Background: an optimization exercise with open tools, aiming at small area, a short achievable clock period and few clock cycles. Do not read the settings as production practice.
Function was checked by simulation only, so behaviour that the tests miss may differ from the original.
Power figures rest on the tool's default switching activity, not on a simulated workload.

==> design.v <==
package pks_pkg;
    localparam int SLOT_COUNT = 16;
    localparam int SLOT_W     = 4;
    localparam int ID_W       = 8;
    localparam int PRIO_W     = 8;
    localparam int DUR_W      = 16;
    localparam int KEY_W      = 16;
    localparam int PAIR_N     = SLOT_COUNT * (SLOT_COUNT - 1) / 2;
    localparam logic [1:0] ACT_LOAD    = 2'd0;
    localparam logic [1:0] ACT_TICK    = 2'd1;
    localparam logic [1:0] ACT_RESTART = 2'd2;
    localparam logic [1:0] POL_ARRIVAL = 2'd0;
    localparam logic [1:0] POL_BURST   = 2'd1;
endpackage
import pks_pkg::*;
module pks_ctrl (
    input  logic        clk,
    input  logic        rst_n,
    input  logic        item_valid,
    input  logic [53:0] item_bits,
    output logic        item_stall,
    input  logic        result_stall,
    output logic        result_valid,
    output logic [27:0] result_bits,
    input  logic        stale_any,
    input  logic        stale_any_next,
    input  logic [27:0] tick_result,
    output logic [53:0] ir,
    output logic        go_load,
    output logic        go_restart,
    output logic        go_tick
);
    logic        ir_valid;
    logic        stall_reg;
    logic        hv;
    logic        sv;
    logic [27:0] hb;
    logic [27:0] sb;
    logic accept;
    logic deliver;
    logic tick_ok;
    logic go;
    logic ir_valid_next;
    logic ir_tick_next;
    logic sv_next;
    assign item_stall   = stall_reg;
    assign result_valid = hv;
    assign result_bits  = hb;
    assign accept  = item_valid && !stall_reg;
    assign deliver = hv && !result_stall;
    assign tick_ok = !stale_any && !sv;
    assign go_load    = ir_valid && (ir[53:52] == ACT_LOAD);
    assign go_restart = ir_valid && (ir[53:52] == ACT_RESTART);
    assign go_tick    = ir_valid && (ir[53:52] == ACT_TICK) && tick_ok;
    assign go         = ir_valid && ((ir[53:52] != ACT_TICK) || tick_ok);
    assign ir_valid_next = accept || (ir_valid && !go);
    assign ir_tick_next  = accept ? (item_bits[53:52] == ACT_TICK) : (ir[53:52] == ACT_TICK);
    always_comb
    begin
        sv_next = sv;
        if (sv && deliver)
            sv_next = 1'b0;
        else if (!sv && go_tick && hv && !deliver)
            sv_next = 1'b1;
    end
    always_ff @(posedge clk or negedge rst_n)
    begin
        if (!rst_n)
        begin
            ir_valid  <= 1'b0;
            stall_reg <= 1'b0;
            hv        <= 1'b0;
            sv        <= 1'b0;
        end
        else
        begin
            ir_valid  <= ir_valid_next;
            stall_reg <= ir_valid_next && ir_tick_next && (stale_any_next || sv_next);
            sv        <= sv_next;
            if (sv)
                hv <= 1'b1;
            else if (go_tick)
                hv <= 1'b1;
            else if (deliver)
                hv <= 1'b0;
        end
    end
    always_ff @(posedge clk)
    begin
        if (accept)
            ir <= item_bits;
        if (sv && deliver)
            hb <= sb;
        else if (!sv && go_tick && (!hv || deliver))
            hb <= tick_result;
        if (!sv && go_tick && hv && !deliver)
            sb <= tick_result;
    end
endmodule
import pks_pkg::*;
module pks_dp (
    input  logic        clk,
    input  logic        rst_n,
    input  logic        go_load,
    input  logic        go_restart,
    input  logic        go_tick,
    input  logic        pol_chg,
    input  logic [53:0] ir,
    input  logic [1:0]  policy,
    input  logic [4:0]  slots_in_use,
    output logic [27:0] tick_result,
    output logic        stale_any,
    output logic        stale_any_next
);
    logic [SLOT_COUNT-1:0][ID_W-1:0]   id_reg;
    logic [SLOT_COUNT-1:0][PRIO_W-1:0] prio_reg;
    logic [SLOT_COUNT-1:0][DUR_W-1:0]  arrival_reg;
    logic [SLOT_COUNT-1:0][DUR_W-1:0]  burst_reg;
    logic [SLOT_COUNT-1:0][DUR_W-1:0]  rem_reg;
    logic [SLOT_COUNT-1:0] valid_reg;
    logic [SLOT_COUNT-1:0] ready_reg;
    logic [SLOT_COUNT-1:0] fresh_reg;
    logic [SLOT_COUNT-1:0] stale_reg;
    logic [SLOT_COUNT-1:0] stale_next;
    logic [DUR_W-1:0]      tick_reg;
    logic [PAIR_N-1:0]     order_reg;
    logic [SLOT_W-1:0] ld_slot;
    logic [ID_W-1:0]   ld_id;
    logic [PRIO_W-1:0] ld_prio;
    logic [DUR_W-1:0]  ld_arr;
    logic [DUR_W-1:0]  ld_burst;
    assign ld_slot  = ir[51:48];
    assign ld_id    = ir[47:40];
    assign ld_prio  = ir[39:32];
    assign ld_arr   = ir[31:16];
    assign ld_burst = ir[15:0];
    function automatic logic [KEY_W-1:0] key_of(
        input logic [1:0]        pol,
        input logic [DUR_W-1:0]  arr,
        input logic [DUR_W-1:0]  bur,
        input logic [PRIO_W-1:0] pri
    );
        if (pol == POL_ARRIVAL)
            key_of = arr;
        else if (pol == POL_BURST)
            key_of = bur;
        else
            key_of = {8'd0, pri};
    endfunction
    function automatic int pidx(input int j, input int s);
        pidx = s * (s - 1) / 2 + j;
    endfunction
    logic [SLOT_COUNT-1:0][KEY_W-1:0] slot_key;
    logic [SLOT_COUNT-1:0] in_use;
    logic [SLOT_COUNT-1:0] ready_now;
    logic [SLOT_COUNT-1:0] nz;
    logic [SLOT_COUNT-1:0] is_one;
    logic [SLOT_COUNT-1:0] elig;
    logic [SLOT_COUNT-1:0] win;
    logic [SLOT_COUNT-1:0][DUR_W-1:0] rem_eff;
    always_comb
    begin
        for (int i = 0; i < SLOT_COUNT; i++)
        begin
            slot_key[i]  = key_of(policy, arrival_reg[i], burst_reg[i], prio_reg[i]);
            in_use[i]    = (5'(i) < slots_in_use);
            ready_now[i] = ready_reg[i] || (in_use[i] && (arrival_reg[i] == tick_reg));
            rem_eff[i]   = fresh_reg[i] ? burst_reg[i] : rem_reg[i];
            nz[i]        = valid_reg[i] && (rem_eff[i] != '0);
            is_one[i]    = (rem_eff[i] == 16'd1);
            elig[i]      = in_use[i] && ready_now[i] && nz[i];
        end
    end
    always_comb
    begin
        for (int i = 0; i < SLOT_COUNT; i++)
        begin
            win[i] = elig[i];
            for (int j = 0; j < SLOT_COUNT; j++)
            begin
                if (j < i)
                begin
                    if (elig[j] && order_reg[pidx(j, i)])
                        win[i] = 1'b0;
                end
                else if (j > i)
                begin
                    if (elig[j] && !order_reg[pidx(i, j)])
                        win[i] = 1'b0;
                end
            end
        end
    end
    logic [ID_W-1:0] run_id;
    logic            first_run;
    logic            finished;
    logic            all_done;
    always_comb
    begin
        run_id    = '0;
        first_run = 1'b0;
        finished  = 1'b0;
        all_done  = 1'b1;
        for (int i = 0; i < SLOT_COUNT; i++)
        begin
            run_id    = run_id | ({ID_W{win[i]}} & id_reg[i]);
            first_run = first_run | (win[i] && fresh_reg[i]);
            finished  = finished | (win[i] && is_one[i]);
            if (in_use[i] && nz[i] && !(win[i] && is_one[i]))
                all_done = 1'b0;
        end
    end
    assign tick_result = {tick_reg, run_id, !(|elig), first_run, finished, all_done};
    logic [SLOT_COUNT-1:0] stale_low;
    logic [SLOT_COUNT-1:0] row_sel;
    logic [SLOT_COUNT-1:0] row_before;
    logic [KEY_W-1:0]      eng_key;
    logic [KEY_W-1:0]      cmp_key;
    logic [SLOT_COUNT-1:0] beats;
    assign stale_any = |stale_reg;
    assign stale_low = stale_reg & (~stale_reg + 1'b1);
    always_comb
    begin
        eng_key = '0;
        for (int i = 0; i < SLOT_COUNT; i++)
            eng_key = eng_key | ({KEY_W{stale_low[i]}} & slot_key[i]);
        for (int i = 0; i < SLOT_COUNT; i++)
            row_sel[i] = go_load ? (ld_slot == SLOT_W'(i)) : stale_low[i];
        cmp_key = go_load ? key_of(policy, ld_arr, ld_burst, ld_prio) : eng_key;
        for (int j = 0; j < SLOT_COUNT; j++)
        begin
            row_before[j] = 1'b0;
            for (int s = j + 1; s < SLOT_COUNT; s++)
                row_before[j] = row_before[j] | row_sel[s];
            beats[j] = {slot_key[j], 1'b0} < {cmp_key, row_before[j]};
        end
        stale_next = stale_reg & ~row_sel;
        if (pol_chg)
            stale_next = '1;
    end
    assign stale_any_next = |stale_next;
    always_ff @(posedge clk)
    begin
        for (int s = 1; s < SLOT_COUNT; s++)
        begin
            for (int j = 0; j < s; j++)
            begin
                if (row_sel[s])
                    order_reg[pidx(j, s)] <= beats[j];
                else if (row_sel[j])
                    order_reg[pidx(j, s)] <= !beats[s];
            end
        end
    end
    always_ff @(posedge clk or negedge rst_n)
    begin
        if (!rst_n)
            stale_reg <= '0;
        else
            stale_reg <= stale_next;
    end
    always_ff @(posedge clk)
    begin
        for (int i = 0; i < SLOT_COUNT; i++)
        begin
            if (go_load && (ld_slot == SLOT_W'(i)))
            begin
                id_reg[i]      <= ld_id;
                prio_reg[i]    <= ld_prio;
                arrival_reg[i] <= ld_arr;
                burst_reg[i]   <= ld_burst;
            end
            if (go_tick && win[i])
                rem_reg[i] <= rem_eff[i] - 1'b1;
        end
    end
    always_ff @(posedge clk)
    begin
        for (int i = 0; i < SLOT_COUNT; i++)
        begin
            if ((go_load && (ld_slot == SLOT_W'(i))) || go_restart)
                fresh_reg[i] <= 1'b1;
            else if (go_tick && win[i])
                fresh_reg[i] <= 1'b0;
        end
    end
    always_ff @(posedge clk or negedge rst_n)
    begin
        if (!rst_n)
        begin
            valid_reg <= '0;
            ready_reg <= '0;
            tick_reg  <= '0;
        end
        else
        begin
            for (int i = 0; i < SLOT_COUNT; i++)
            begin
                if ((go_load && (ld_slot == SLOT_W'(i))) || go_restart)
                begin
                    valid_reg[i] <= 1'b1;
                    ready_reg[i] <= 1'b0;
                end
                else if (go_tick)
                    ready_reg[i] <= ready_now[i];
            end
            if (go_restart)
                tick_reg <= '0;
            else if (go_tick && (tick_reg != '1))
                tick_reg <= tick_reg + 1'b1;
        end
    end
endmodule
import pks_pkg::*;
module preemptive_key_scheduler (
    input  logic        clk,
    input  logic        rst_n,
    input  logic        item_valid,
    output logic        item_stall,
    input  logic [53:0] item_bits,
    output logic        result_valid,
    input  logic        result_stall,
    output logic [27:0] result_bits,
    input  logic        psel,
    input  logic        penable,
    input  logic        pwrite,
    input  logic [2:0]  paddr,
    input  logic [31:0] pwdata,
    output logic [31:0] prdata,
    output logic        pready
);
    logic [1:0]  policy_reg;
    logic [4:0]  slots_reg;
    logic [4:0]  prdata_reg;
    logic        cfg_write;
    logic        pol_chg;
    logic [53:0] ir;
    logic        go_load;
    logic        go_restart;
    logic        go_tick;
    logic        stale_any;
    logic        stale_any_next;
    logic [27:0] tick_result;
    assign pready    = 1'b1;
    assign cfg_write = psel && penable && pwrite;
    assign pol_chg = cfg_write && !paddr[2] &&
                     ((pwdata[1:0] != policy_reg) &&
                      !(pwdata[1] && policy_reg[1]));
    always_ff @(posedge clk or negedge rst_n)
    begin
        if (!rst_n)
        begin
            policy_reg <= POL_BURST;
            slots_reg  <= '0;
        end
        else if (cfg_write)
        begin
            if (paddr[2])
                slots_reg <= pwdata[4:0];
            else
                policy_reg <= pwdata[1:0];
        end
    end
    always_ff @(posedge clk)
    begin
        prdata_reg <= paddr[2] ? slots_reg : {3'd0, policy_reg};
    end
    assign prdata = {27'd0, prdata_reg};
    pks_ctrl u_ctrl (
        .clk            (clk),
        .rst_n          (rst_n),
        .item_valid     (item_valid),
        .item_bits      (item_bits),
        .item_stall     (item_stall),
        .result_stall   (result_stall),
        .result_valid   (result_valid),
        .result_bits    (result_bits),
        .stale_any      (stale_any),
        .stale_any_next (stale_any_next),
        .tick_result    (tick_result),
        .ir             (ir),
        .go_load        (go_load),
        .go_restart     (go_restart),
        .go_tick        (go_tick)
    );
    pks_dp u_dp (
        .clk            (clk),
        .rst_n          (rst_n),
        .go_load        (go_load),
        .go_restart     (go_restart),
        .go_tick        (go_tick),
        .pol_chg        (pol_chg),
        .ir             (ir),
        .policy         (policy_reg),
        .slots_in_use   (slots_reg),
        .tick_result    (tick_result),
        .stale_any      (stale_any),
        .stale_any_next (stale_any_next)
    );
endmodule
==> run.sh <==
#!/bin/bash
# synth_recipe.tcl (not shown) runs the flow's synth.tcl, then flattens the netlist and writes it again
# the make line also repeats each setting of config.mk as NAME=value (left out here)
make -C /OpenROAD-flow-scripts/flow DESIGN_CONFIG=/design/flow/config.mk WORK_HOME=/design/flow/orfs CLKGATE_MAP_FILE= SYNTH_SCRIPT=/design/flow/synth_recipe.tcl finish
==> config.mk <==
export PLATFORM = sky130hd
export DESIGN_NAME = preemptive_key_scheduler
export DESIGN_NICKNAME = preemptive_key_scheduler
export VERILOG_FILES = /design/flow/design.v
export SDC_FILE = /design/flow/constraint.sdc
export NUM_CORES = 4
export LEC_CHECK = 0
export CAP_MARGIN = 40
export CORE_MARGIN = 2
export CORE_UTILIZATION = 40
export PLACE_DENSITY = 0.6
export SLEW_MARGIN = 30
==> constraint.sdc <==
create_clock -name core_clock -period 14.0 [get_ports {clk}]
set_input_delay 2.8000 -clock core_clock [delete_from_list [all_inputs] [get_ports {clk}]]
set_output_delay 2.8000 -clock core_clock [all_outputs]
set_load 0.01 [all_outputs]
==> results of run 1 <==
## final timing paths
path                                                   to  slack, ps  cells past startpoint
max                           u_dp.order_reg[6]$_DFFE_PP_       5880                     21
max in group asynchronous   u_dp.ready_reg[3]$_DFFE_PN0P_      10730                      2
min reg2reg                 u_dp.valid_reg[1]$_DFFE_PN0P_        470                      1
max reg2reg                   u_dp.order_reg[6]$_DFFE_PP_       5880                     21
min                         u_dp.valid_reg[1]$_DFFE_PN0P_        470                      1
min in group asynchronous  u_dp.valid_reg[13]$_DFFE_PN0P_       1990                      1
## worst max-delay path: cells and delay by family (launching register included)
kind / cells / cell delay (ps)
buffers and inverters: 2 / 1130
adder cells (fa/ha/maj): 1 / 280
AO/OA/AOI/OAI: 13 / 4210
AND/OR/NAND/NOR: 3 / 290
flip-flops: 1 / 1050
multiplexers: 2 / 720
## placed cells by master (no fill, tap or decap), types with 30 or more instances in the layout
master	instances
nor3_1	191
xnor2_1	309
a22oi_1	72
and2_1	30
buf_4	229
clkbuf_16	157
dfrtp_1	63
a21oi_1	187
xor2_1	238
a221oi_1	49
o21ai_0	321
nand3_1	119
nor2_1	470
nor2b_1	41
nand2b_1	41
mux2i_1	484
or2_2	32
or3_1	44
nor3b_1	52
clkdlybuf4s50_1	100
ha_1	299
nand2_1	531
nand4_1	136
inv_1	91
nor4_1	71
edfxtp_1	1254
a21o_1	117
## layer usage
layer | part of all wire [%] | global-route usage, % | vias to the layer above
li1 | - | - | 23700
met1 | 40 | 44.8 | 28400
met2 | 43 | 49.3 | 3569
met3 | 10 | 6.59 | 726
met4 | 6.8 | 19.6 | 10
met5 | 0.022 | 0 | -
## where the power goes
part           total (mW)  leakage [nW]  switching (mW)  internal [mW]
registers            4.95          12.4           0.220           4.73
logic                4.81          16.8            3.26           1.55
clock network        4.32          2.59            1.82           2.49
total                14.1          31.7            5.30           8.78
## final cells by class
type	instances	area [µm²]
diodes	16	40.0
clock buffers	194	4210
clock inverters	95	1160
fillers	16300	95900
inverters	91	342
multi-input cells	4401	31100
flip-flops and latches	1350	40000
well taps	2355	2950
repair buffers	374	3290
## logic make-up after synthesis
family,after synthesis
flops,1350
simple gates,1914
buf+inv,405
mux,513
other cells,2
compound gates,1100
xor+xnor,547
fa+ha+maj,299
==> impl_metrics.json, run 1 <==
{
  "clockRootBuffer": "clkbuf_16",
  "rows": 155,
  "fmax_mhz": 123,
  "netlist_area_um2": 72300,
  "dp.cells": 8557,
  "postRouteWirelength_mm": 312,
  "peakVddDrop_mv": 0.152,
  "nets": 6767,
  "grt_max_degree": 154,
  "placed_area_um2": 77500,
  "hold_buffers": 0,
  "vias_per_cell": 6.35,
  "htree_levels": 4,
  "fin_util_pct": 46.4,
  "hpwl_mm": 222,
  "synth_adder_area_share_pct": 5.18,
  "yosysTopAreaCell": "edfxtp_1",
  "path_common_cell": "a21o_1",
  "synth-simple-area-share_pct": 13.0,
  "synth-main-ff-cell": "edfxtp_1",
  "synth.distinct_cells": 95,
  "synth_area_leaders": "edfxtp_1 (52%), mux2i_1 (6.7%), ha_1 (5.2%)",
  "cts.sinks": 1350,
  "wl_per_cell_um": 35.2,
  "drv_cap": 0,
  "yosys.area_share.xor_xnor_pct": 6.63,
  "crit_fanout": 49,
  "numCtsBuffers": 154,
  "drive_gt1_share_pct": 10.7,
  "cp_cell_sequence": "buf_4 > mux2i_1 > o21ai_0 > a221oi_1 > nand4_1 > a221o_1 > a21oi_1 > a32o_1 > buf_4 > ha_1 > a21o_1 > a21o_1 > a21o_1 > a21o_1 > a21oi_1 > nor2b_1 > o21ai_0 > nand2b_1 > a221o_1 > a41oi_1 > mux2i_1",
  "finalSetupViolations": 0,
  "grt_use_total_pct": 33.1,
  "portBuffers": 101,
  "final_cell_area_um2": 83100,
  "post_cts_resized": 0,
  "power.total_mw": 14.1,
  "critPathSlowestCell": "dfstp_4",
  "ys_seq_area_share_pct": 55.3,
  "hp-start": "u_dp.valid_reg[1]$_DFFE_PN0P_",
  "dp_slack_ps": 6180,
  "antenna_found_initial": 29,
  "power_leakage_nw": 31.7,
  "grt_pass1_wl_mm": 424,
  "slowest_delay_ps": 1050,
  "core-area_um2": 179000,
  "dieArea_um2": 184000,
  "worstMarginPinSlew_ps": 1020,
  "synth_top_family_by_area": "simple AND/OR/NAND/NOR gates",
  "cts_tree": "built",
  "start_util_pct": 40.4,
  "cts_buffer_depth": 3,
  "area_growth_pct": 15.0,
  "syn_area_per_cell_um2": 11.8,
  "synth_compound_area_share_pct": 10.3,
  "drc_errors": 0,
  "worst_hold_slack_ps": 467,
  "firstDrtPassIters": 7,
  "worst_setup_path_end_kind": "flip-flop",
  "clock_latency_ps": 860,
  "finalMaxSlewViolations": 0,
  "synth-edff-count": 1254,
  "cp.arrival_ps": 8670,
  "fin_crit_ps": 8120,
  "skew_ps": 55.1,
  "cts.reportedPaths.clkPinSlew_ps": 60,
  "initialDrtViolationCount": 8546,
  "relSlewSlack_pct": 31.3,
  "io_pins": 159,
  "finalHoldViolCount": 0,
  "ant_nets": 0,
  "crit_type": "flip-flop to flip-flop",
  "p_per_area_nw_per_um2": 169,
  "rsz0062_at_grt": "no",
  "setup_slack_ps": 5880,
  "tns_ps": 0,
  "netlist_top_cells_count": "edfxtp_1 (1254), nand2_1 (531), mux2i_1 (484)",
  "min_path_type": "flip-flop to flip-flop",
  "die_w_um": 429,
  "yosysWarnings": 3,
  "yosys-mux-area-fraction_pct": 7.16,
  "ys_ff_latch": 1350,
  "yosysMostFrequentCell": "edfxtp_1",
  "status": "timing/DRC/antenna clean",
  "period_share_pct": 58.0,
  "vias": 56400,
  "synthArstFlopShare_pct": 5.56,
  "post_cts_buffers": 0,
  "die_y_um": 429,
  "required_ps": 14550,
  "syn_inst": 6130,
  "r2r_start": "policy_reg[0]$_DFFE_PN1P_",
  "yosys.area.top_type_share_pct": 52.1,
  "grt_pass1_vias": 51900,
  "cp-startpoint": "policy_reg[0]$_DFFE_PN1P_",
  "gp_congestion": 1.06,
  "final_cell_count_no_fill": 8876,
  "cp-start-kind": "flip-flop",
  "grt_overflow_total": 0
}
Testbench counts, summed over its fixed seeds: cycles 8,808.
==> run 2: changes to the inputs <==
--- a/design.v
+++ b/design.v
@@ -157,7 +157,12 @@
     logic [SLOT_COUNT-1:0] is_one;
     logic [SLOT_COUNT-1:0] elig;
     logic [SLOT_COUNT-1:0] win;
-    logic [SLOT_COUNT-1:0][DUR_W-1:0] rem_eff;
+    logic [SLOT_COUNT-1:0] pend_reg;
+    logic                  pend_fresh_reg;
+    logic [DUR_W-1:0]      wb_base;
+    logic [DUR_W-1:0]      wb_val;
+    logic [SLOT_COUNT-1:0] r_zero, r_one, r_two;
+    logic [SLOT_COUNT-1:0] b_zero, b_one, b_two;
     always_comb
     begin
         for (int i = 0; i < SLOT_COUNT; i++)
@@ -165,9 +170,27 @@
             slot_key[i]  = key_of(policy, arrival_reg[i], burst_reg[i], prio_reg[i]);
             in_use[i]    = (5'(i) < slots_in_use);
             ready_now[i] = ready_reg[i] || (in_use[i] && (arrival_reg[i] == tick_reg));
-            rem_eff[i]   = fresh_reg[i] ? burst_reg[i] : rem_reg[i];
-            nz[i]        = valid_reg[i] && (rem_eff[i] != '0);
-            is_one[i]    = (rem_eff[i] == 16'd1);
+            r_zero[i]    = (rem_reg[i] == 16'd0);
+            r_one[i]     = (rem_reg[i] == 16'd1);
+            r_two[i]     = (rem_reg[i] == 16'd2);
+            b_zero[i]    = (burst_reg[i] == 16'd0);
+            b_one[i]     = (burst_reg[i] == 16'd1);
+            b_two[i]     = (burst_reg[i] == 16'd2);
+            if (fresh_reg[i])
+            begin
+                nz[i]     = valid_reg[i] && !b_zero[i];
+                is_one[i] = b_one[i];
+            end
+            else if (pend_reg[i])
+            begin
+                nz[i]     = pend_fresh_reg ? !b_one[i] : !r_one[i];
+                is_one[i] = pend_fresh_reg ? b_two[i] : r_two[i];
+            end
+            else
+            begin
+                nz[i]     = valid_reg[i] && !r_zero[i];
+                is_one[i] = r_one[i];
+            end
             elig[i]      = in_use[i] && ready_now[i] && nz[i];
         end
     end
@@ -212,20 +235,21 @@
     end
     assign tick_result = {tick_reg, run_id, !(|elig), first_run, finished, all_done};
     logic [SLOT_COUNT-1:0] stale_low;
+    logic [SLOT_COUNT-1:0] stale_low_reg;
     logic [SLOT_COUNT-1:0] row_sel;
     logic [SLOT_COUNT-1:0] row_before;
     logic [KEY_W-1:0]      eng_key;
     logic [KEY_W-1:0]      cmp_key;
     logic [SLOT_COUNT-1:0] beats;
     assign stale_any = |stale_reg;
-    assign stale_low = stale_reg & (~stale_reg + 1'b1);
+    assign stale_low = stale_next & (~stale_next + 1'b1);
     always_comb
     begin
         eng_key = '0;
         for (int i = 0; i < SLOT_COUNT; i++)
-            eng_key = eng_key | ({KEY_W{stale_low[i]}} & slot_key[i]);
+            eng_key = eng_key | ({KEY_W{stale_low_reg[i]}} & slot_key[i]);
         for (int i = 0; i < SLOT_COUNT; i++)
-            row_sel[i] = go_load ? (ld_slot == SLOT_W'(i)) : stale_low[i];
+            row_sel[i] = go_load ? (ld_slot == SLOT_W'(i)) : stale_low_reg[i];
         cmp_key = go_load ? key_of(policy, ld_arr, ld_burst, ld_prio) : eng_key;
         for (int j = 0; j < SLOT_COUNT; j++)
         begin
@@ -255,9 +279,15 @@
     always_ff @(posedge clk or negedge rst_n)
     begin
         if (!rst_n)
-            stale_reg <= '0;
+        begin
+            stale_reg     <= '0;
+            stale_low_reg <= '0;
+        end
         else
-            stale_reg <= stale_next;
+        begin
+            stale_reg     <= stale_next;
+            stale_low_reg <= stale_low;
+        end
     end
     always_ff @(posedge clk)
     begin
@@ -270,10 +300,28 @@
                 arrival_reg[i] <= ld_arr;
                 burst_reg[i]   <= ld_burst;
             end
-            if (go_tick && win[i])
-                rem_reg[i] <= rem_eff[i] - 1'b1;
+            if (pend_reg[i])
+                rem_reg[i] <= wb_val;
         end
     end
+    always_comb
+    begin
+        wb_base = '0;
+        for (int i = 0; i < SLOT_COUNT; i++)
+            wb_base = wb_base | ({DUR_W{pend_reg[i]}} & (pend_fresh_reg ? burst_reg[i] : rem_reg[i]));
+        wb_val = wb_base - 1'b1;
+    end
+    always_ff @(posedge clk or negedge rst_n)
+    begin
+        if (!rst_n)
+            pend_reg <= '0;
+        else
+            pend_reg <= go_tick ? win : '0;
+    end
+    always_ff @(posedge clk)
+    begin
+        pend_fresh_reg <= first_run;
+    end
     always_ff @(posedge clk)
     begin
         for (int i = 0; i < SLOT_COUNT; i++)
==> flow/run.sh (new file) <==
#!/bin/bash
# Standard layout (the standard.sh) with a larger setup margin for
# ORFS's repair_timing, so that repair works towards a shorter period than
# the clock constraint asks. Constraints and scripts are unchanged.
export SETUP_SLACK_MARGIN=9.3
bash standard.sh > standard.log 2>&1
==> standard.sh (new file) <==
#!/bin/bash
# synth_recipe.tcl (not shown) runs the flow's synth.tcl, then flattens the netlist and writes it again
# the make line also repeats each setting of config.mk as NAME=value (left out here)
make -C /OpenROAD-flow-scripts/flow DESIGN_CONFIG=/design/flow/config.mk WORK_HOME=/design/flow/orfs CLKGATE_MAP_FILE= SYNTH_SCRIPT=/design/flow/synth_recipe.tcl "${@:-finish}"
removed: run.sh
==> run 2 against run 1 <==
Net effect:
- still clean
- via count up 5.1%
- flip-flop and latch count up 32
- global-route usage grew 12 points
- cell count fell by 1.8%
- clock skew fell by 8.2 ps
- register-to-register slack better by 2800 ps
- non-clock buffer count grew 378
- sequential power is 5.3% higher
- design area up 7.7%
- die area shrank 2.9%
- hold slack got worse by 3.3 ps
- critical path depth is 1 lower
==> impl_metrics.json, run 2 <==
{
  "status": "timing/DRC/antenna clean",
  "netlist_top_cells_count": "edfxtp_1 (1254), nand2_1 (455), nor2_1 (327)",
  "vias": 59300,
  "required_ps": 14680,
  "clock_latency_ps": 870,
  "skew_ps": 47.0,
  "peakVddDrop_mv": 0.141,
  "die_y_um": 423,
  "syn_area_per_cell_um2": 12.4,
  "cts_buffer_depth": 3,
  "yosysTopAreaCell": "edfxtp_1",
  "drv_cap": 0,
  "hpwl_mm": 300,
  "synthArstFlopShare_pct": 7.67,
  "setup_slack_ps": 8690,
  "cts_tree": "built",
  "relSlewSlack_pct": 33.1,
  "portBuffers": 101,
  "finalHoldViolCount": 0,
  "syn_inst": 5636,
  "htree_levels": 4,
  "crit_family": "compound AO/OA/AOI/OAI gates",
  "finalMaxSlewViolations": 0,
  "core-area_um2": 174000,
  "cp-start-kind": "flip-flop",
  "grt_use_total_pct": 44.8,
  "initialDrtViolationCount": 10200,
  "final_cell_count_no_fill": 8715,
  "firstDrtPassIters": 9,
  "ant_nets": 0,
  "synth_area_leaders": "edfxtp_1 (54%), ha_1 (4.6%), mux2i_1 (4.5%)",
  "grt_max_degree": 159,
  "gp_congestion": 1.04,
  "drive_gt1_share_pct": 28.1,
  "p_per_area_nw_per_um2": 194,
  "drc_errors": 0,
  "power_leakage_nw": 33.8,
  "slowest_delay_ps": 760,
  "fin_util_pct": 51.4,
  "synth.distinct_cells": 96,
  "rsz0062_at_grt": "yes",
  "worst_setup_path_end_kind": "flip-flop",
  "io_pins": 159,
  "synth-edff-count": 1254,
  "wl_per_cell_um": 47.2,
  "fmax_mhz": 188,
  "numCtsBuffers": 157,
  "start_util_pct": 40.3,
  "ys_seq_area_share_pct": 58.1,
  "clockRootBuffer": "clkbuf_16",
  "fin_crit_ps": 5310,
  "grt_pass1_vias": 53900,
  "dp_slack_ps": 6360,
  "cts.reportedPaths.clkPinSlew_ps": 60,
  "rows": 153,
  "layout_common_cells": "edfxtp_1 (1254), nand2_1 (447), buf_4 (391), nor2_1 (260), ha_1 (234)",
  "critPathSlowestCell": "dfstp_4",
  "dp.cells": 8075,
  "grt_pass1_wl_mm": 526,
  "die_w_um": 423,
  "grt_overflow_total": 0,
  "area_growth_pct": 27.6,
  "tns_ps": 0,
  "crit_type": "flip-flop to flip-flop",
  "crit_fanout": 7,
  "antenna_found_initial": 32,
  "worstMarginPinSlew_ps": 1000,
  "power.total_mw": 17.3,
  "hold_buffers": 0,
  "path_buf_inv": 3,
  "cp_cell_sequence": "buf_6 > mux2i_2 > o21ai_1 > a22oi_2 > nand4_1 > o31ai_4 > buf_6 > buf_4 > ha_4 > a21o_1 > a21o_1 > a21o_1 > a21o_1 > a21o_1 > a21o_1 > a21o_4 > a221oi_4 > o21ai_4 > a41o_4 > a21oi_2",
  "layout_commonest_cell": "edfxtp_1",
  "ys_ff_latch": 1382,
  "synth-main-ff-cell": "edfxtp_1",
  "min_path_type": "flip-flop to flip-flop",
  "cts.sinks": 1382,
  "period_share_pct": 38.0,
  "postRouteWirelength_mm": 411,
  "yosysMostFrequentCell": "edfxtp_1",
  "dieArea_um2": 179000,
  "finalSetupViolations": 0,
  "yosys.area.top_type_share_pct": 53.7,
  "netlist_area_um2": 70100,
  "vias_per_cell": 6.80,
  "path_common_cell": "a21o_1",
  "nets": 6605,
  "cp.arrival_ps": 6000,
  "yosysWarnings": 3
}
[run 2: worst paths after layout]
check,endpoint,cells past startpoint,slack (ps),startpoint
hold reg to reg,u_dp.burst_reg[207]$_DFFE_PP_,0,460,u_ctrl.ir[15]$_DFFE_PP_
min in group asynchronous,u_dp.tick_reg[14]$_DFFE_PN0P_,1,1840,rst_n
hold / removal,u_dp.burst_reg[207]$_DFFE_PP_,0,460,u_ctrl.ir[15]$_DFFE_PP_
setup / recovery,u_dp.order_reg[55]$_DFFE_PP_,20,8690,policy_reg[0]$_DFFE_PN1P_
max in group asynchronous,slots_reg[3]$_DFFE_PN0P_,4,10890,rst_n
setup reg to reg,u_dp.order_reg[55]$_DFFE_PP_,20,8690,policy_reg[0]$_DFFE_PN1P_
[run 2: layout make-up]
| type | count | area (µm²) |
|---|---|---|
| Antenna cell | 9 | 22.5 |
| Clock buffer | 199 | 4150 |
| Clock inverter | 90 | 1170 |
| Fill cell | 14900 | 84500 |
| Inverter | 84 | 327 |
| Multi-Input combinational cell | 3874 | 32100 |
| Sequential cell | 1382 | 40800 |
| Tap cell | 2325 | 2910 |
| Timing Repair Buffer | 752 | 8060 |
[run 2: logic make-up after synthesis]
family          count (synthesis)  synth area share, %
compound gates               1157                 11.3
xor+xnor                      282                 3.52
flops                        1382                 58.1
fa+ha+maj                     258                 4.60
other cells                     2               0.0107
buf+inv                       411                 2.69
simple gates                 1591                 11.4
mux                           553                 8.31
[run 2: what timing repair did]
action	CTS	global route
resized for setup	844	227
gates cloned	33	4
buffers inserted	205	86
pin swaps	177	142
setup endpoints to repair	348	177
[run 2: per-stage QoR]
step	hold slack (ps)	instance area [µm²]
2_1_floorplan	426	70700
3_3_place_gp	435	75000
3_5_place_dp	448	75900
4_1_cts	463	87500
5_1_grt	473	89500
6_report	464	89500
[run 2: where the power goes]
part	switching [mW]	leakage, nW	internal, mW
combinational	4.59	17.6	3.21
clock	1.86	2.56	2.46
sequential	0.330	13.6	4.88
total	6.78	33.8	10.6
[run 2: metal layers]
metal / vias to the layer above / global-route usage (%) / wire length, µm
li1: 23200 / - / -
met1: 30400 / 57.0 / 154000
met2: 4643 / 64.6 / 171000
met3: 1072 / 13.4 / 47800
met4: 10 / 32.9 / 38200
met5: - / 0 / 69
Testbench counts of run 2, summed over its fixed seeds: cycles 8,808.
==> run 3: changes to the inputs <==
==> flow/run.sh (replaced) <==
#!/bin/bash
# Standard layout (the standard.sh) with a larger setup margin for
# ORFS's repair_timing, so that repair works towards a shorter period than
# the clock constraint asks. Constraints and scripts are unchanged.
export SETUP_SLACK_MARGIN=8.5
bash standard.sh > standard.log 2>&1
==> run 3 against run 2 <==
Net effect:
- die area stayed put
- design area is 7.4% lower
- utilization is 3.8 points lower
- via count is 5.3% lower
- sequential power is 0.8% lower
- clock power is 3% lower
- area after synthesis stayed put
- register-to-register slack worse by 310 ps
- combinational power is 26% lower
- sequential share of layout area is 3.6 points higher
- global-route usage is 4.5 points lower
- non-clock buffer count is 270 lower
- critical path type unchanged
==> impl_metrics.json, run 3 <==
{
  "finalMaxSlewViolations": 0,
  "yosys.area.top_type_share_pct": 53.7,
  "p_seq_share_pct": 34.2,
  "worstMarginPinSlew_ps": 1010,
  "synth.distinct_cells": 96,
  "yosysWarnings": 3,
  "cts.sinks": 1382,
  "yosysMostFrequentCell": "edfxtp_1",
  "crit_fanout": 15,
  "layout_commonest_cell": "edfxtp_1",
  "fin_util_pct": 47.6,
  "grt_pass1_vias": 51700,
  "layout_common_cells": "edfxtp_1 (1254), nand2_1 (452), nor2_1 (318), buf_4 (279), mux2i_1 (274)",
  "worst_setup_path_end_kind": "flip-flop",
  "period_share_pct": 40.1,
  "rsz0062_at_grt": "yes",
  "setup_slack_ps": 8380,
  "synthArstFlopShare_pct": 7.67,
  "start_util_pct": 40.3,
  "min_path_type": "flip-flop to flip-flop",
  "status": "timing/DRC/antenna clean",
  "clock_latency_ps": 840,
  "tns_ps": 0,
  "cts_tree": "built",
  "cp_cell_sequence": "buf_4 > xnor2_1 > nand4_1 > nor2_2 > a31oi_1 > nor2_1 > o21ai_0 > a2111oi_1 > and3_2 > and2_1 > o2111ai_1 > o41ai_2",
  "area_growth_pct": 18.2,
  "crit_type": "flip-flop to flip-flop",
  "ant_nets": 0,
  "regToRegSetupSlack_ps": 8380,
  "dieArea_um2": 179000,
  "required_ps": 14560,
  "power_frac_clock_pct": 27.7,
  "holdPathStages": 2,
  "synth-main-ff-cell": "edfxtp_1",
  "dp_slack_ps": 6600,
  "core-area_um2": 174000,
  "antenna_found_initial": 16,
  "cts.reportedPaths.clkPinSlew_ps": 70,
  "slowest_delay_ps": 680,
  "drive_gt1_share_pct": 18.5,
  "firstDrtPassIters": 6,
  "drv_cap": 0,
  "syn_inst": 5636,
  "p_per_area_nw_per_um2": 182,
  "r2r_cells": 12,
  "syn_area_per_cell_um2": 12.4,
  "cp.arrival_ps": 6180,
  "relSlewSlack_pct": 32.2,
  "p_int_mw": 9.24,
  "grt_use_total_pct": 40.4,
  "regArea_um2": 40800,
  "cp-start-kind": "flip-flop",
  "numCtsBuffers": 155,
  "p_switching_mw": 5.87,
  "multi_input_area_um2": 29100,
  "ys_ff_latch": 1382,
  "cts_buffer_depth": 3,
  "dp.cells": 8036,
  "die_y_um": 423,
  "ys_seq_area_share_pct": 58.1,
  "peakVddDrop_mv": 0.150,
  "synth_area_leaders": "edfxtp_1 (54%), ha_1 (4.6%), mux2i_1 (4.5%)",
  "grt_overflow_total": 0,
  "skew_ps": 36.4,
  "hpwl_mm": 276,
  "finalHoldViolCount": 0,
  "vias": 56200,
  "clockRootBuffer": "clkbuf_16",
  "netlist_top_cells_count": "edfxtp_1 (1254), nand2_1 (455), nor2_1 (327)",
  "netlist_area_um2": 70100,
  "final_cell_count_no_fill": 8437,
  "portBuffers": 101,
  "htree_levels": 4,
  "fillCellCount": 15500,
  "nets": 6329,
  "gp_congestion": 1.06,
  "initialDrtViolationCount": 9240,
  "drc_errors": 0,
  "critPathSlowestCell": "a2111oi_1",
  "wl_per_cell_um": 44.1,
  "power_leakage_nw": 31.5,
  "vias_per_cell": 6.66,
  "combinationalPowerShare_pct": 38.1,
  "grt_pass1_wl_mm": 480,
  "die_w_um": 423,
  "synth-edff-count": 1254,
  "finalSetupViolations": 0,
  "rows": 153,
  "fin_crit_ps": 5620,
  "fmax_mhz": 178,
  "io_pins": 159,
  "yosysTopAreaCell": "edfxtp_1",
  "postRouteWirelength_mm": 372,
  "switching_share_pct": 38.9,
  "grt_max_degree": 125
}
run 3: changes by cell type in the layout (fill, tap and decap cells not counted), moves of 44 or more:
cell     change
a21oi_1     +52
a21oi_2     -44
buf_4      -112
buf_6       -75
mux2i_1     +71
mux2i_4     -55
nor2_1      +58
o21ai_0     +99
o21ai_2     -62
run 3: final timing paths:
kind,startpoint,to
setup / recovery,u_dp.tick_reg[1]$_DFFE_PN0P_,u_ctrl.hb[0]$_DFFE_PP_
hold / removal,u_dp.valid_reg[5]$_DFFE_PN0P_,u_dp.valid_reg[5]$_DFFE_PN0P_
setup reg to reg,u_dp.tick_reg[1]$_DFFE_PN0P_,u_ctrl.hb[0]$_DFFE_PP_
hold reg to reg,u_dp.valid_reg[5]$_DFFE_PN0P_,u_dp.valid_reg[5]$_DFFE_PN0P_
max in group asynchronous,rst_n,u_dp.pend_reg[10]$_DFF_PN0_
min in group asynchronous,rst_n,policy_reg[1]$_DFFE_PN0P_
run 3: power groups by stage:
stage	logic, mW	registers (mW)	clock network (mW)
2_1_floorplan	2.73	5.04	0
3_3_place_gp	4.83	5.27	0
3_5_place_dp	4.89	5.26	0
4_1_cts	5.28	5.16	4.19
5_1_grt	6.02	5.16	4.36
6_report	5.76	5.17	4.18
run 3: final cells by class:
type | count | area share [%]
Sequential cell | 1382 | 49.2
Multi-Input combinational cell | 3870 | 35.1
Timing Repair Buffer | 482 | 5.68
Clock buffer | 199 | 5.07
Tap cell | 2325 | 3.51
Clock inverter | 92 | 1.09
Inverter | 84 | 0.385
Antenna cell | 3 | 0.00905
run 3: what timing repair did:
action | 4_1_cts | 5_1_grt
pin swaps | 17 | 16
cloned | 8 | 7
setup buffers | 34 | 43
resized for setup | 148 | 142
hold buffers | 0 | 0
endpoints found under the setup margin | 171 | 162
run 3: kinds of logic after synthesis:
logic type	synth area share, %
flip-flops	58.1
adder cells (fa/ha/maj)	4.60
buffers and inverters	2.69
other	0.0107
AND/OR/NAND/NOR	11.4
AO/OA/AOI/OAI	11.3
XOR/XNOR	3.52
multiplexers	8.31
run 3: through the flow:
stage | cell area, µm² | hold WS (ps) | power (mW)
5_1_grt | 82900 | 491 | 15.5
3_3_place_gp | 74800 | 444 | 10.1
2_1_floorplan | 70400 | 426 | 7.77
6_report | 82900 | 469 | 15.1
3_5_place_dp | 75400 | 447 | 10.2
4_1_cts | 81700 | 464 | 14.6
run 3: metal layers:
layer | vias to the layer above | wire (µm) | GRT usage [%] | share of wire, %
met5 | - | 60 | 0 | 0.016
met1 | 28600 | 136000 | 50.6 | 37
met3 | 866 | 41100 | 10.2 | 11
li1 | 22600 | - | - | -
met4 | 8 | 34600 | 30.1 | 9.3
met2 | 4104 | 160000 | 60.1 | 43
run 3: worst max-delay path, delay by kind of cell, from the launching register on:
| family | cells | cell delay, ps |
|---|---|---|
| buf+inv | 1 | 320 |
| flops | 1 | 540 |
| compound gates | 5 | 1900 |
| simple gates | 5 | 1890 |
| xor+xnor | 1 | 660 |
==> run 4: changes to the inputs <==
--- a/design.v
+++ b/design.v
@@ -25,7 +25,8 @@
     input  logic        stale_any,
     input  logic        stale_any_next,
     input  logic [27:0] tick_result,
-    output logic [53:0] ir,
+    output logic [5:0]  ir,
+    output logic        take_load,
     output logic        go_load,
     output logic        go_restart,
     output logic        go_tick
@@ -49,12 +50,13 @@
     assign accept  = item_valid && !stall_reg;
     assign deliver = hv && !result_stall;
     assign tick_ok = !stale_any && !sv;
-    assign go_load    = ir_valid && (ir[53:52] == ACT_LOAD);
-    assign go_restart = ir_valid && (ir[53:52] == ACT_RESTART);
-    assign go_tick    = ir_valid && (ir[53:52] == ACT_TICK) && tick_ok;
-    assign go         = ir_valid && ((ir[53:52] != ACT_TICK) || tick_ok);
+    assign take_load  = accept && (item_bits[53:52] == ACT_LOAD);
+    assign go_load    = ir_valid && (ir[5:4] == ACT_LOAD);
+    assign go_restart = ir_valid && (ir[5:4] == ACT_RESTART);
+    assign go_tick    = ir_valid && (ir[5:4] == ACT_TICK) && tick_ok;
+    assign go         = ir_valid && ((ir[5:4] != ACT_TICK) || tick_ok);
     assign ir_valid_next = accept || (ir_valid && !go);
-    assign ir_tick_next  = accept ? (item_bits[53:52] == ACT_TICK) : (ir[53:52] == ACT_TICK);
+    assign ir_tick_next  = accept ? (item_bits[53:52] == ACT_TICK) : (ir[5:4] == ACT_TICK);
     always_comb
     begin
         sv_next = sv;
@@ -88,7 +90,7 @@
     always_ff @(posedge clk)
     begin
         if (accept)
-            ir <= item_bits;
+            ir <= item_bits[53:48];
         if (sv && deliver)
             hb <= sb;
         else if (!sv && go_tick && (!hv || deliver))
@@ -105,7 +107,9 @@
     input  logic        go_restart,
     input  logic        go_tick,
     input  logic        pol_chg,
-    input  logic [53:0] ir,
+    input  logic        take_load,
+    input  logic [53:0] item_bits,
+    input  logic [5:0]  ir,
     input  logic [1:0]  policy,
     input  logic [4:0]  slots_in_use,
     output logic [27:0] tick_result,
@@ -124,16 +128,18 @@
     logic [SLOT_COUNT-1:0] stale_next;
     logic [DUR_W-1:0]      tick_reg;
     logic [PAIR_N-1:0]     order_reg;
+    logic [SLOT_W-1:0] tk_slot;
+    logic [ID_W-1:0]   tk_id;
+    logic [PRIO_W-1:0] tk_prio;
+    logic [DUR_W-1:0]  tk_arr;
+    logic [DUR_W-1:0]  tk_burst;
     logic [SLOT_W-1:0] ld_slot;
-    logic [ID_W-1:0]   ld_id;
-    logic [PRIO_W-1:0] ld_prio;
-    logic [DUR_W-1:0]  ld_arr;
-    logic [DUR_W-1:0]  ld_burst;
-    assign ld_slot  = ir[51:48];
-    assign ld_id    = ir[47:40];
-    assign ld_prio  = ir[39:32];
-    assign ld_arr   = ir[31:16];
-    assign ld_burst = ir[15:0];
+    assign tk_slot  = item_bits[51:48];
+    assign tk_id    = item_bits[47:40];
+    assign tk_prio  = item_bits[39:32];
+    assign tk_arr   = item_bits[31:16];
+    assign tk_burst = item_bits[15:0];
+    assign ld_slot  = ir[3:0];
     function automatic logic [KEY_W-1:0] key_of(
         input logic [1:0]        pol,
         input logic [DUR_W-1:0]  arr,
@@ -147,6 +153,33 @@
         else
             key_of = {8'd0, pri};
     endfunction
+    function automatic logic [1:0] lt_eq(
+        input logic [KEY_W-1:0] a,
+        input logic [KEY_W-1:0] b
+    );
+        logic [15:0] l0, e0;
+        logic [7:0]  l1, e1;
+        logic [3:0]  l2, e2;
+        logic [1:0]  l3, e3;
+        l0 = ~a & b;
+        e0 = ~(a ^ b);
+        for (int k = 0; k < 8; k++)
+        begin
+            l1[k] = l0[2*k+1] | (e0[2*k+1] & l0[2*k]);
+            e1[k] = e0[2*k+1] & e0[2*k];
+        end
+        for (int k = 0; k < 4; k++)
+        begin
+            l2[k] = l1[2*k+1] | (e1[2*k+1] & l1[2*k]);
+            e2[k] = e1[2*k+1] & e1[2*k];
+        end
+        for (int k = 0; k < 2; k++)
+        begin
+            l3[k] = l2[2*k+1] | (e2[2*k+1] & l2[2*k]);
+            e3[k] = e2[2*k+1] & e2[2*k];
+        end
+        lt_eq = {l3[1] | (e3[1] & l3[0]), e3[1] & e3[0]};
+    endfunction
     function automatic int pidx(input int j, input int s);
         pidx = s * (s - 1) / 2 + j;
     endfunction
@@ -238,33 +271,43 @@
     logic [SLOT_COUNT-1:0] stale_low_reg;
     logic [SLOT_COUNT-1:0] row_sel;
     logic [SLOT_COUNT-1:0] row_before;
-    logic [KEY_W-1:0]      eng_key;
     logic [KEY_W-1:0]      cmp_key;
     logic [SLOT_COUNT-1:0] beats;
+    logic [KEY_W-1:0]      eng_key_reg;
+    logic                  pol_chg_reg;
+    logic [KEY_W-1:0]      eng_key_next;
+    logic [SLOT_COUNT-1:0][1:0] cmp_res;
     assign stale_any = |stale_reg;
     assign stale_low = stale_next & (~stale_next + 1'b1);
     always_comb
     begin
-        eng_key = '0;
+        eng_key_next = '0;
         for (int i = 0; i < SLOT_COUNT; i++)
-            eng_key = eng_key | ({KEY_W{stale_low_reg[i]}} & slot_key[i]);
+            eng_key_next = eng_key_next | ({KEY_W{stale_low[i]}} & slot_key[i]);
+        if (take_load)
+            eng_key_next = key_of(policy, tk_arr, tk_burst, tk_prio);
         for (int i = 0; i < SLOT_COUNT; i++)
             row_sel[i] = go_load ? (ld_slot == SLOT_W'(i)) : stale_low_reg[i];
-        cmp_key = go_load ? key_of(policy, ld_arr, ld_burst, ld_prio) : eng_key;
+        cmp_key = eng_key_reg;
         for (int j = 0; j < SLOT_COUNT; j++)
         begin
             row_before[j] = 1'b0;
             for (int s = j + 1; s < SLOT_COUNT; s++)
                 row_before[j] = row_before[j] | row_sel[s];
-            beats[j] = {slot_key[j], 1'b0} < {cmp_key, row_before[j]};
+            cmp_res[j] = lt_eq(slot_key[j], cmp_key);
+            beats[j]   = cmp_res[j][1] || (cmp_res[j][0] && row_before[j]);
         end
         stale_next = stale_reg & ~row_sel;
-        if (pol_chg)
+        if (pol_chg_reg)
             stale_next = '1;
     end
     assign stale_any_next = |stale_next;
     always_ff @(posedge clk)
     begin
+        eng_key_reg <= eng_key_next;
+    end
+    always_ff @(posedge clk)
+    begin
         for (int s = 1; s < SLOT_COUNT; s++)
         begin
             for (int j = 0; j < s; j++)
@@ -280,11 +323,13 @@
     begin
         if (!rst_n)
         begin
+            pol_chg_reg   <= 1'b0;
             stale_reg     <= '0;
             stale_low_reg <= '0;
         end
         else
         begin
+            pol_chg_reg   <= pol_chg;
             stale_reg     <= stale_next;
             stale_low_reg <= stale_low;
         end
@@ -293,12 +338,12 @@
     begin
         for (int i = 0; i < SLOT_COUNT; i++)
         begin
-            if (go_load && (ld_slot == SLOT_W'(i)))
+            if (take_load && (tk_slot == SLOT_W'(i)))
             begin
-                id_reg[i]      <= ld_id;
-                prio_reg[i]    <= ld_prio;
-                arrival_reg[i] <= ld_arr;
-                burst_reg[i]   <= ld_burst;
+                id_reg[i]      <= tk_id;
+                prio_reg[i]    <= tk_prio;
+                arrival_reg[i] <= tk_arr;
+                burst_reg[i]   <= tk_burst;
             end
             if (pend_reg[i])
                 rem_reg[i] <= wb_val;
@@ -382,7 +427,8 @@
     logic [4:0]  prdata_reg;
     logic        cfg_write;
     logic        pol_chg;
-    logic [53:0] ir;
+    logic [5:0]  ir;
+    logic        take_load;
     logic        go_load;
     logic        go_restart;
     logic        go_tick;
@@ -427,6 +473,7 @@
         .stale_any_next (stale_any_next),
         .tick_result    (tick_result),
         .ir             (ir),
+        .take_load      (take_load),
         .go_load        (go_load),
         .go_restart     (go_restart),
         .go_tick        (go_tick)
@@ -438,6 +485,8 @@
         .go_restart     (go_restart),
         .go_tick        (go_tick),
         .pol_chg        (pol_chg),
+        .take_load      (take_load),
+        .item_bits      (item_bits),
         .ir             (ir),
         .policy         (policy_reg),
         .slots_in_use   (slots_reg),
==> flow/run.sh (replaced) <==
#!/bin/bash
# Standard layout (the standard.sh) with a larger setup margin for
# ORFS's repair_timing, so that repair works towards a shorter period than
# the clock constraint asks. Constraints and scripts are unchanged.
export SETUP_SLACK_MARGIN=9.5
bash standard.sh > standard.log 2>&1
==> run 4 against run 3 <==
Net effect:
- first-iteration DRC count up 2.4%
- wire length grew 2.8%
- fmax increased by 20%
- global-route usage is 0.89 points higher
- area after synthesis rose by 0.51%
- synthesized cell count rose by 3.8%
- flip-flop and latch count shrank 31
- clock power shrank 2%
- clock skew fell by 3.7 ps
- highest routed layer unchanged
==> impl_metrics.json, run 4 <==
{
  "tns_ps": 0,
  "required_ps": 14620,
  "cts_tree": "built",
  "cts.sinks": 1351,
  "power_frac_clock_pct": 31.0,
  "worstMarginPinSlew_ps": 914,
  "min_path_type": "flip-flop to flip-flop",
  "grt_pass1_vias": 53000,
  "yosysMostFrequentCell": "edfxtp_1",
  "finalHoldViolCount": 0,
  "clockRootBuffer": "clkbuf_16",
  "cts_buffer_depth": 3,
  "grt_max_degree": 88,
  "p_per_area_nw_per_um2": 154,
  "gp_congestion": 1.06,
  "syn_area_per_cell_um2": 12.0,
  "nets": 6669,
  "dp_slack_ps": 7460,
  "rows": 154,
  "antenna_found_initial": 17,
  "synthArstFlopShare_pct": 7.92,
  "finalMaxSlewViolations": 0,
  "rsz0062_at_grt": "yes",
  "netlist_area_um2": 70500,
  "regToRegSetupSlack_ps": 9320,
  "io_pins": 159,
  "firstDrtPassIters": 6,
  "drv_cap": 0,
  "yosysWarnings": 3,
  "clock_latency_ps": 850,
  "setup_slack_ps": 9320,
  "area_growth_pct": 21.9,
  "combinationalPowerShare_pct": 31.1,
  "hold_buffers": 0,
  "fin_crit_ps": 4680,
  "drive_gt1_share_pct": 23.3,
  "hpwl_mm": 278,
  "layout_common_cells": "edfxtp_1 (1206), nor2_1 (401), nand2_1 (373), buf_4 (355), mux2i_1 (318)",
  "hold_end": "u_dp.valid_reg[13]$_DFFE_PN0P_",
  "start_util_pct": 40.2,
  "finalSetupViolations": 0,
  "period_share_pct": 33.5,
  "r2r_end": "u_ctrl.hb[0]$_DFFE_PP_",
  "initialDrtViolationCount": 9465,
  "cp-start-kind": "flip-flop",
  "vias_per_cell": 6.66,
  "htree_levels": 4,
  "r2r_cells": 13,
  "r2r_start": "u_dp.tick_reg[15]$_DFFE_PN0P_",
  "crit_fanout": 5,
  "ys_seq_area_share_pct": 56.3,
  "power_leakage_nw": 32.7,
  "grt_pass1_wl_mm": 492,
  "crit_type": "flip-flop to flip-flop",
  "cp.arrival_ps": 5310,
  "synth.distinct_cells": 108,
  "peakVddDrop_mv": 0.132,
  "synth-main-ff-cell": "edfxtp_1",
  "yosysTopAreaCell": "edfxtp_1",
  "drc_errors": 0,
  "dieArea_um2": 180000,
  "use_met3_pct": 10.5,
  "die_y_um": 424,
  "skew_ps": 32.7,
  "portBuffers": 101,
  "synth-edff-count": 1206,
  "cts.reportedPaths.clkPinSlew_ps": 60,
  "relSlewSlack_pct": 37.3,
  "grt_overflow_total": 0,
  "grtUsageMet2_pct": 58.7,
  "netlist_top_cells_count": "edfxtp_1 (1206), nor2_1 (429), nand2_1 (384)",
  "grt_use_total_pct": 41.2,
  "wl_per_cell_um": 43.4,
  "p_seq_share_pct": 37.9,
  "numCtsBuffers": 154,
  "met1_usage_pct": 52.5,
  "yosys.area.top_type_share_pct": 51.4,
  "status": "timing/DRC/antenna clean",
  "fillCellCount": 15700,
  "postRouteWirelength_mm": 382,
  "fmax_mhz": 214,
  "switching_share_pct": 36.4,
  "ant_nets": 0,
  "synth_area_leaders": "edfxtp_1 (51%), mux2i_1 (4.8%), ha_1 (4.6%)",
  "p_switching_mw": 4.82,
  "syn_inst": 5852,
  "holdPathStages": 2,
  "die_w_um": 424,
  "ys_ff_latch": 1351,
  "layout_commonest_cell": "edfxtp_1",
  "vias": 58600,
  "grt_busiest_layer": "met2",
  "core-area_um2": 176000,
  "hp-start": "u_dp.valid_reg[13]$_DFFE_PN0P_",
  "worst_setup_path_end_kind": "flip-flop",
  "p_int_mw": 8.41
}
run 4: worst max path at each step:
stage                                  start                             end  slack (ps)  depth (start not counted)
5_1_grt         u_dp.burst_reg[46]$_DFFE_PP_          u_ctrl.hb[0]$_DFFE_PP_        9370                         13
4_1_cts         u_dp.tick_reg[1]$_DFFE_PN0P_          u_ctrl.hb[0]$_DFFE_PP_        9410                         12
3_5_place_dp                      item_valid    u_dp.burst_reg[94]$_DFFE_PP_        7460                          7
6_report       u_dp.tick_reg[15]$_DFFE_PN0P_          u_ctrl.hb[0]$_DFFE_PP_        9320                         13
2_1_floorplan                     item_valid  u_dp.arrival_reg[32]$_DFFE_PP_        8560                          6
3_3_place_gp                      item_valid       u_dp.id_reg[15]$_DFFE_PP_        7150                          7
run 4: stage by stage:
stage          hold WS [ps]  power (mW)  cell area (µm²)  std cells  util [%]
2_1_floorplan           420        6.90            70800       5878         -
3_3_place_gp            445        8.57            75000       8192      42.8
3_5_place_dp            457        8.65            75900       8244      43.3
4_1_cts                 471        12.9            84400       8697      48.1
5_1_grt                 494        13.6            85900       8784      48.9
6_report                471        13.2            85900       8799      48.9
run 4: final cells by class:
| class | instances | area, µm² | area share (%) |
|---|---|---|---|
| diodes | 16 | 40.0 | 0.0466 |
| clock buffers | 203 | 4200 | 4.89 |
| clock inverters | 81 | 821 | 0.955 |
| inverters | 122 | 467 | 0.543 |
| multi-input cells | 4078 | 31600 | 36.7 |
| flip-flops and latches | 1351 | 39700 | 46.2 |
| well taps | 2340 | 2930 | 3.41 |
| repair buffers | 608 | 6200 | 7.22 |
run 4: what timing repair did:
item,CTS,global route
cloned,12,9
resized for setup,399,139
pin swaps,79,51
setup buffers,157,72
endpoints found under the setup margin,1209,237
run 4: cell families after synthesis:
group | after synthesis | share of synthesized area (%)
adders and majority gates | 258 | 4.58
AOI/OAI and AO/OA | 1160 | 11.2
xor gates and xnor gates | 283 | 3.52
DFF | 1351 | 56.3
other | 2 | 0.0107
buffers and inverters | 452 | 2.84
muxes | 574 | 8.56
and+or+nand+nor | 1772 | 13.1
run 4: per-layer routing:
metal	wire, µm	part of all wire (%)
met1	141000	37
met2	158000	41
met3	44000	12
met4	39800	10
met5	28	0.0073
run 4: critical path: stages (launching register included):
cell,delay [ps]
dfrtp_1,420
buf_12,170
xnor2_1,150
nand4_1,480
nor4_4,780
a31oi_2,190
nand3b_4,260
a2111o_1,370
nor4b_4,260
buf_4,180
a21oi_1,60
or4b_1,480
a2111o_1,360
o41ai_2,280
run 4: power groups by stage:
stage          registers, mW  logic (mW)  clock network [mW]
2_1_floorplan           4.94        1.97                   0
3_3_place_gp            5.09        3.47                   0
3_5_place_dp            5.09        3.57                   0
4_1_cts                 4.99        3.82                4.12
5_1_grt                 5.00        4.29                4.27
6_report                5.01        4.12                4.11
Testbench counts of run 4, summed over its fixed seeds: cycles 8,808.
==> run 5: changes to the inputs <==
--- a/design.v
+++ b/design.v
@@ -110,7 +110,8 @@
     input  logic        take_load,
     input  logic [53:0] item_bits,
     input  logic [5:0]  ir,
-    input  logic [1:0]  policy,
+    input  logic        pol_arr,
+    input  logic        pol_bur,
     input  logic [4:0]  slots_in_use,
     output logic [27:0] tick_result,
     output logic        stale_any,
@@ -127,6 +128,8 @@
     logic [SLOT_COUNT-1:0] stale_reg;
     logic [SLOT_COUNT-1:0] stale_next;
     logic [DUR_W-1:0]      tick_reg;
+    logic [DUR_W-1:0]      tick_next;
+    logic [SLOT_COUNT-1:0] match_reg;
     logic [PAIR_N-1:0]     order_reg;
     logic [SLOT_W-1:0] tk_slot;
     logic [ID_W-1:0]   tk_id;
@@ -141,14 +144,15 @@
     assign tk_burst = item_bits[15:0];
     assign ld_slot  = ir[3:0];
     function automatic logic [KEY_W-1:0] key_of(
-        input logic [1:0]        pol,
+        input logic              sel_arr,
+        input logic              sel_bur,
         input logic [DUR_W-1:0]  arr,
         input logic [DUR_W-1:0]  bur,
         input logic [PRIO_W-1:0] pri
     );
-        if (pol == POL_ARRIVAL)
+        if (sel_arr)
             key_of = arr;
-        else if (pol == POL_BURST)
+        else if (sel_bur)
             key_of = bur;
         else
             key_of = {8'd0, pri};
@@ -200,9 +204,9 @@
     begin
         for (int i = 0; i < SLOT_COUNT; i++)
         begin
-            slot_key[i]  = key_of(policy, arrival_reg[i], burst_reg[i], prio_reg[i]);
+            slot_key[i]  = key_of(pol_arr, pol_bur, arrival_reg[i], burst_reg[i], prio_reg[i]);
             in_use[i]    = (5'(i) < slots_in_use);
-            ready_now[i] = ready_reg[i] || (in_use[i] && (arrival_reg[i] == tick_reg));
+            ready_now[i] = ready_reg[i] || (in_use[i] && match_reg[i]);
             r_zero[i]    = (rem_reg[i] == 16'd0);
             r_one[i]     = (rem_reg[i] == 16'd1);
             r_two[i]     = (rem_reg[i] == 16'd2);
@@ -285,7 +289,7 @@
         for (int i = 0; i < SLOT_COUNT; i++)
             eng_key_next = eng_key_next | ({KEY_W{stale_low[i]}} & slot_key[i]);
         if (take_load)
-            eng_key_next = key_of(policy, tk_arr, tk_burst, tk_prio);
+            eng_key_next = key_of(pol_arr, pol_bur, tk_arr, tk_burst, tk_prio);
         for (int i = 0; i < SLOT_COUNT; i++)
             row_sel[i] = go_load ? (ld_slot == SLOT_W'(i)) : stale_low_reg[i];
         cmp_key = eng_key_reg;
@@ -397,12 +401,22 @@
                 else if (go_tick)
                     ready_reg[i] <= ready_now[i];
             end
-            if (go_restart)
-                tick_reg <= '0;
-            else if (go_tick && (tick_reg != '1))
-                tick_reg <= tick_reg + 1'b1;
+            tick_reg <= tick_next;
         end
     end
+    always_comb
+    begin
+        tick_next = tick_reg;
+        if (go_restart)
+            tick_next = '0;
+        else if (go_tick && (tick_reg != '1))
+            tick_next = tick_reg + 1'b1;
+    end
+    always_ff @(posedge clk)
+    begin
+        for (int i = 0; i < SLOT_COUNT; i++)
+            match_reg[i] <= (arrival_reg[i] == tick_next);
+    end
 endmodule
 import pks_pkg::*;
 module preemptive_key_scheduler (
@@ -423,6 +437,8 @@
     output logic        pready
 );
     logic [1:0]  policy_reg;
+    logic        pol_arr_reg;
+    logic        pol_bur_reg;
     logic [4:0]  slots_reg;
     logic [4:0]  prdata_reg;
     logic        cfg_write;
@@ -444,15 +460,21 @@
     begin
         if (!rst_n)
         begin
-            policy_reg <= POL_BURST;
-            slots_reg  <= '0;
+            policy_reg  <= POL_BURST;
+            pol_arr_reg <= 1'b0;
+            pol_bur_reg <= 1'b1;
+            slots_reg   <= '0;
         end
         else if (cfg_write)
         begin
             if (paddr[2])
                 slots_reg <= pwdata[4:0];
             else
-                policy_reg <= pwdata[1:0];
+            begin
+                policy_reg  <= pwdata[1:0];
+                pol_arr_reg <= (pwdata[1:0] == POL_ARRIVAL);
+                pol_bur_reg <= (pwdata[1:0] == POL_BURST);
+            end
         end
     end
     always_ff @(posedge clk)
@@ -488,7 +510,8 @@
         .take_load      (take_load),
         .item_bits      (item_bits),
         .ir             (ir),
-        .policy         (policy_reg),
+        .pol_arr        (pol_arr_reg),
+        .pol_bur        (pol_bur_reg),
         .slots_in_use   (slots_reg),
         .tick_result    (tick_result),
         .stale_any      (stale_any),
--- a/config.mk
+++ b/config.mk
@@ -8,5 +8,7 @@
 export CAP_MARGIN = 40
 export CORE_MARGIN = 2
 export CORE_UTILIZATION = 40
+export CTS_CLUSTER_DIAMETER = 120
+export CTS_CLUSTER_SIZE = 20
 export PLACE_DENSITY = 0.6
 export SLEW_MARGIN = 30
==> run 5 against run 4 <==
Net effect:
- still clean on timing, DRC and antenna
- die area is 0.64% lower
- cell count is 0.64% lower
- combinational power shrank 5%
- largest power group unchanged
==> impl_metrics.json, run 5 <==
{
  "initialDrtViolationCount": 9270,
  "cts_tree": "built",
  "p_switching_mw": 4.33,
  "firstDrtPassIters": 7,
  "grt_use_total_pct": 41.6,
  "drc_errors": 0,
  "period_share_pct": 36.7,
  "synth_area_leaders": "edfxtp_1 (52%), ha_1 (4.6%), dfrtp_1 (3.8%)",
  "wl_met1_mm": 142,
  "skew_ps": 56.7,
  "r2r_start": "u_dp.burst_reg[6]$_DFFE_PP_",
  "postRouteWirelength_mm": 383,
  "layout_common_cells": "edfxtp_1 (1206), nand2_1 (475), nor2_1 (470), a21oi_1 (448), buf_4 (386)",
  "grt_overflow_total": 0,
  "power_frac_clock_pct": 22.5,
  "cts_buffer_depth": 3,
  "grt_pass1_wl_mm": 497,
  "hp-start": "u_dp.valid_reg[1]$_DFFE_PN0P_",
  "dieArea_um2": 178000,
  "tns_ps": 0,
  "combinationalPowerShare_pct": 33.9,
  "dr.max_layer_used": "met5",
  "route.met3.wl_mm": 42.1,
  "met2_length_mm": 162,
  "finalHoldViolCount": 0,
  "area_growth_pct": 18.4,
  "hold_buffers": 0,
  "vias": 58300,
  "worstMarginPinSlew_ps": 1140,
  "ys_seq_area_share_pct": 57.2,
  "p_per_area_nw_per_um2": 140,
  "netlist_top_cells_count": "edfxtp_1 (1206), nor2_1 (508), nand2_1 (479)",
  "min_path_type": "flip-flop to flip-flop",
  "netlist_area_um2": 70000,
  "antenna_found_initial": 24,
  "yosys.area.top_type_share_pct": 51.7,
  "grt_max_degree": 69,
  "htree_levels": 3,
  "synthArstFlopShare_pct": 7.96,
  "ant_nets": 0,
  "cp-startpoint": "u_dp.burst_reg[6]$_DFFE_PP_",
  "vias_per_cell": 6.67,
  "fin_crit_ps": 5130,
  "syn_area_per_cell_um2": 11.8,
  "drv_cap": 0,
  "ys_ff_latch": 1369,
  "yosysMostFrequentCell": "edfxtp_1",
  "synth-main-ff-cell": "edfxtp_1",
  "rows": 153,
  "cts.reportedPaths.clkPinSlew_ps": 90,
  "r2r_cells": 12,
  "cts.sinks": 1369,
  "syn_inst": 5916,
  "relSlewSlack_pct": 23.9,
  "hpwl_mm": 278,
  "crit_type": "flip-flop to flip-flop",
  "rsz0062_at_grt": "yes",
  "finalSetupViolations": 0,
  "regToRegSetupSlack_ps": 8870,
  "p_int_mw": 7.27,
  "fin_util_pct": 47.7,
  "yosysTopAreaCell": "edfxtp_1",
  "finalMaxSlewViolations": 0,
  "io_pins": 159,
  "power_leakage_nw": 30.5,
  "clock_latency_ps": 790,
  "start_util_pct": 40.3,
  "synth-edff-count": 1206,
  "required_ps": 14500,
  "fmax_mhz": 195,
  "peakVddDrop_mv": 0.102,
  "status": "timing/DRC/antenna clean",
  "crit_end": "u_ctrl.hb[0]$_DFFE_PP_",
  "dp.cells": 8321,
  "r2r_end": "u_ctrl.hb[0]$_DFFE_PP_",
  "core-area_um2": 174000,
  "drive_gt1_share_pct": 19.4,
  "nets": 6696,
  "grt_pass1_vias": 53300,
  "holdPathStages": 2,
  "wl_per_cell_um": 43.9,
  "portBuffers": 101,
  "p_seq_share_pct": 43.7,
  "clockRootBuffer": "clkbuf_16",
  "worst_setup_path_end_kind": "flip-flop",
  "yosysWarnings": 3,
  "gp_congestion": 1.03,
  "synth.distinct_cells": 109,
  "die_y_um": 422,
  "die_w_um": 422,
  "final_cell_count_no_fill": 8743,
  "cp-start-kind": "flip-flop",
  "numCtsBuffers": 79,
  "switching_share_pct": 37.4,
  "crit_fanout": 15,
  "cp.arrival_ps": 5630,
  "layout_commonest_cell": "edfxtp_1",
  "worst_hold_slack_ps": 468
}
## run 5: cell types whose count changed in the layout (fill, tap and decap cells not counted), moves of 53 or more
cell and change:
clkbuf_16 -72, or2_2 -117, nor2_1 +69, a21oi_1 +147, nand2_1 +102, o21ai_0 -53, mux2i_1 -145
## run 5: kinds of logic after synthesis
group	Yosys count	synth area share [%]
and+or+nand+nor	1832	13.0
DFF	1369	57.2
AOI/OAI and AO/OA	1333	12.8
buffers and inverters	431	2.64
muxes	409	6.26
xor gates and xnor gates	282	3.53
adders and majority gates	258	4.61
other	2	0.0107
## run 5: per-layer routing
layer | vias up | track usage, %
met5 | - | 0
met2 | 4089 | 61.4
met3 | 971 | 10.4
met4 | 16 | 31.3
li1 | 23500 | -
met1 | 29700 | 52.6
## run 5: worst min path at each step
stage / end / slack, ps
after floorplan: u_dp.valid_reg[1]$_DFFE_PN0P_ / 420
after global placement: u_dp.valid_reg[1]$_DFFE_PN0P_ / 450
after detailed placement: u_dp.valid_reg[1]$_DFFE_PN0P_ / 450
after CTS: u_dp.valid_reg[1]$_DFFE_PN0P_ / 470
after global routing: u_dp.valid_reg[1]$_DFFE_PN0P_ / 490
final: u_dp.valid_reg[1]$_DFFE_PN0P_ / 470
## run 5: metrics by stage
stage	cell area (µm²)	setup slack (ps)	total power, mW
4_1_cts	81500	9150	11.2
5_1_grt	82900	8910	11.9
3_5_place_dp	75700	7400	8.36
2_1_floorplan	70300	8640	6.77
6_report	82900	8870	11.6
3_3_place_gp	75000	7080	8.31
## run 5: area by class of cell
type / instances / area (µm²)
sequential: 1369 / 40000
clock buffer: 137 / 2260
fill: 15900 / 90900
clock inverter: 8 / 104
antenna: 12 / 30.0
multi-input combinational: 4145 / 30500
inverter: 99 / 379
timing repair buffer: 648 / 6730
tap: 2325 / 2910
## run 5: timing repair
| action | CTS | global route |
|---|---|---|
| endpoints found under the hold margin | 0 | 0 |
| pin swaps | 74 | 67 |
| resized for setup | 318 | 142 |
| buffers inserted | 166 | 63 |
| setup endpoints to repair | 1045 | 598 |
| cloned | 21 | 9 |
## run 5: critical path, cell delays in order (launching register included)
cell and delay [ps]:
edfxtp_1 600, nor3_1 580, and3_1 420, a31oi_1 280
o21a_1 180, buf_4 210, and2_4 260, a221o_1 380
or4_4 580, nor3_2 260, nor2_1 70, or4_4 580
o41ai_4 450
## run 5: power by group through the flow
stage / logic, mW / registers, mW / clock network, mW
after floorplan: 1.76 / 5.01 / 0
after global placement: 3.15 / 5.16 / 0
after detailed placement: 3.21 / 5.14 / 0
after CTS: 3.58 / 5.04 / 2.63
after global routing: 4.09 / 5.06 / 2.75
final: 3.93 / 5.06 / 2.61
Testbench counts of run 5, summed over its fixed seeds: cycles 8,808.

Check on run 5: ideal ports give 8.867 ns setup slack; a clkbuf_16 on the clock port and buf_2 on the inputs give 8.867 ns; moving port delays by the midpoint clock arrival (0.837 ns) as well gives 8.718 ns.
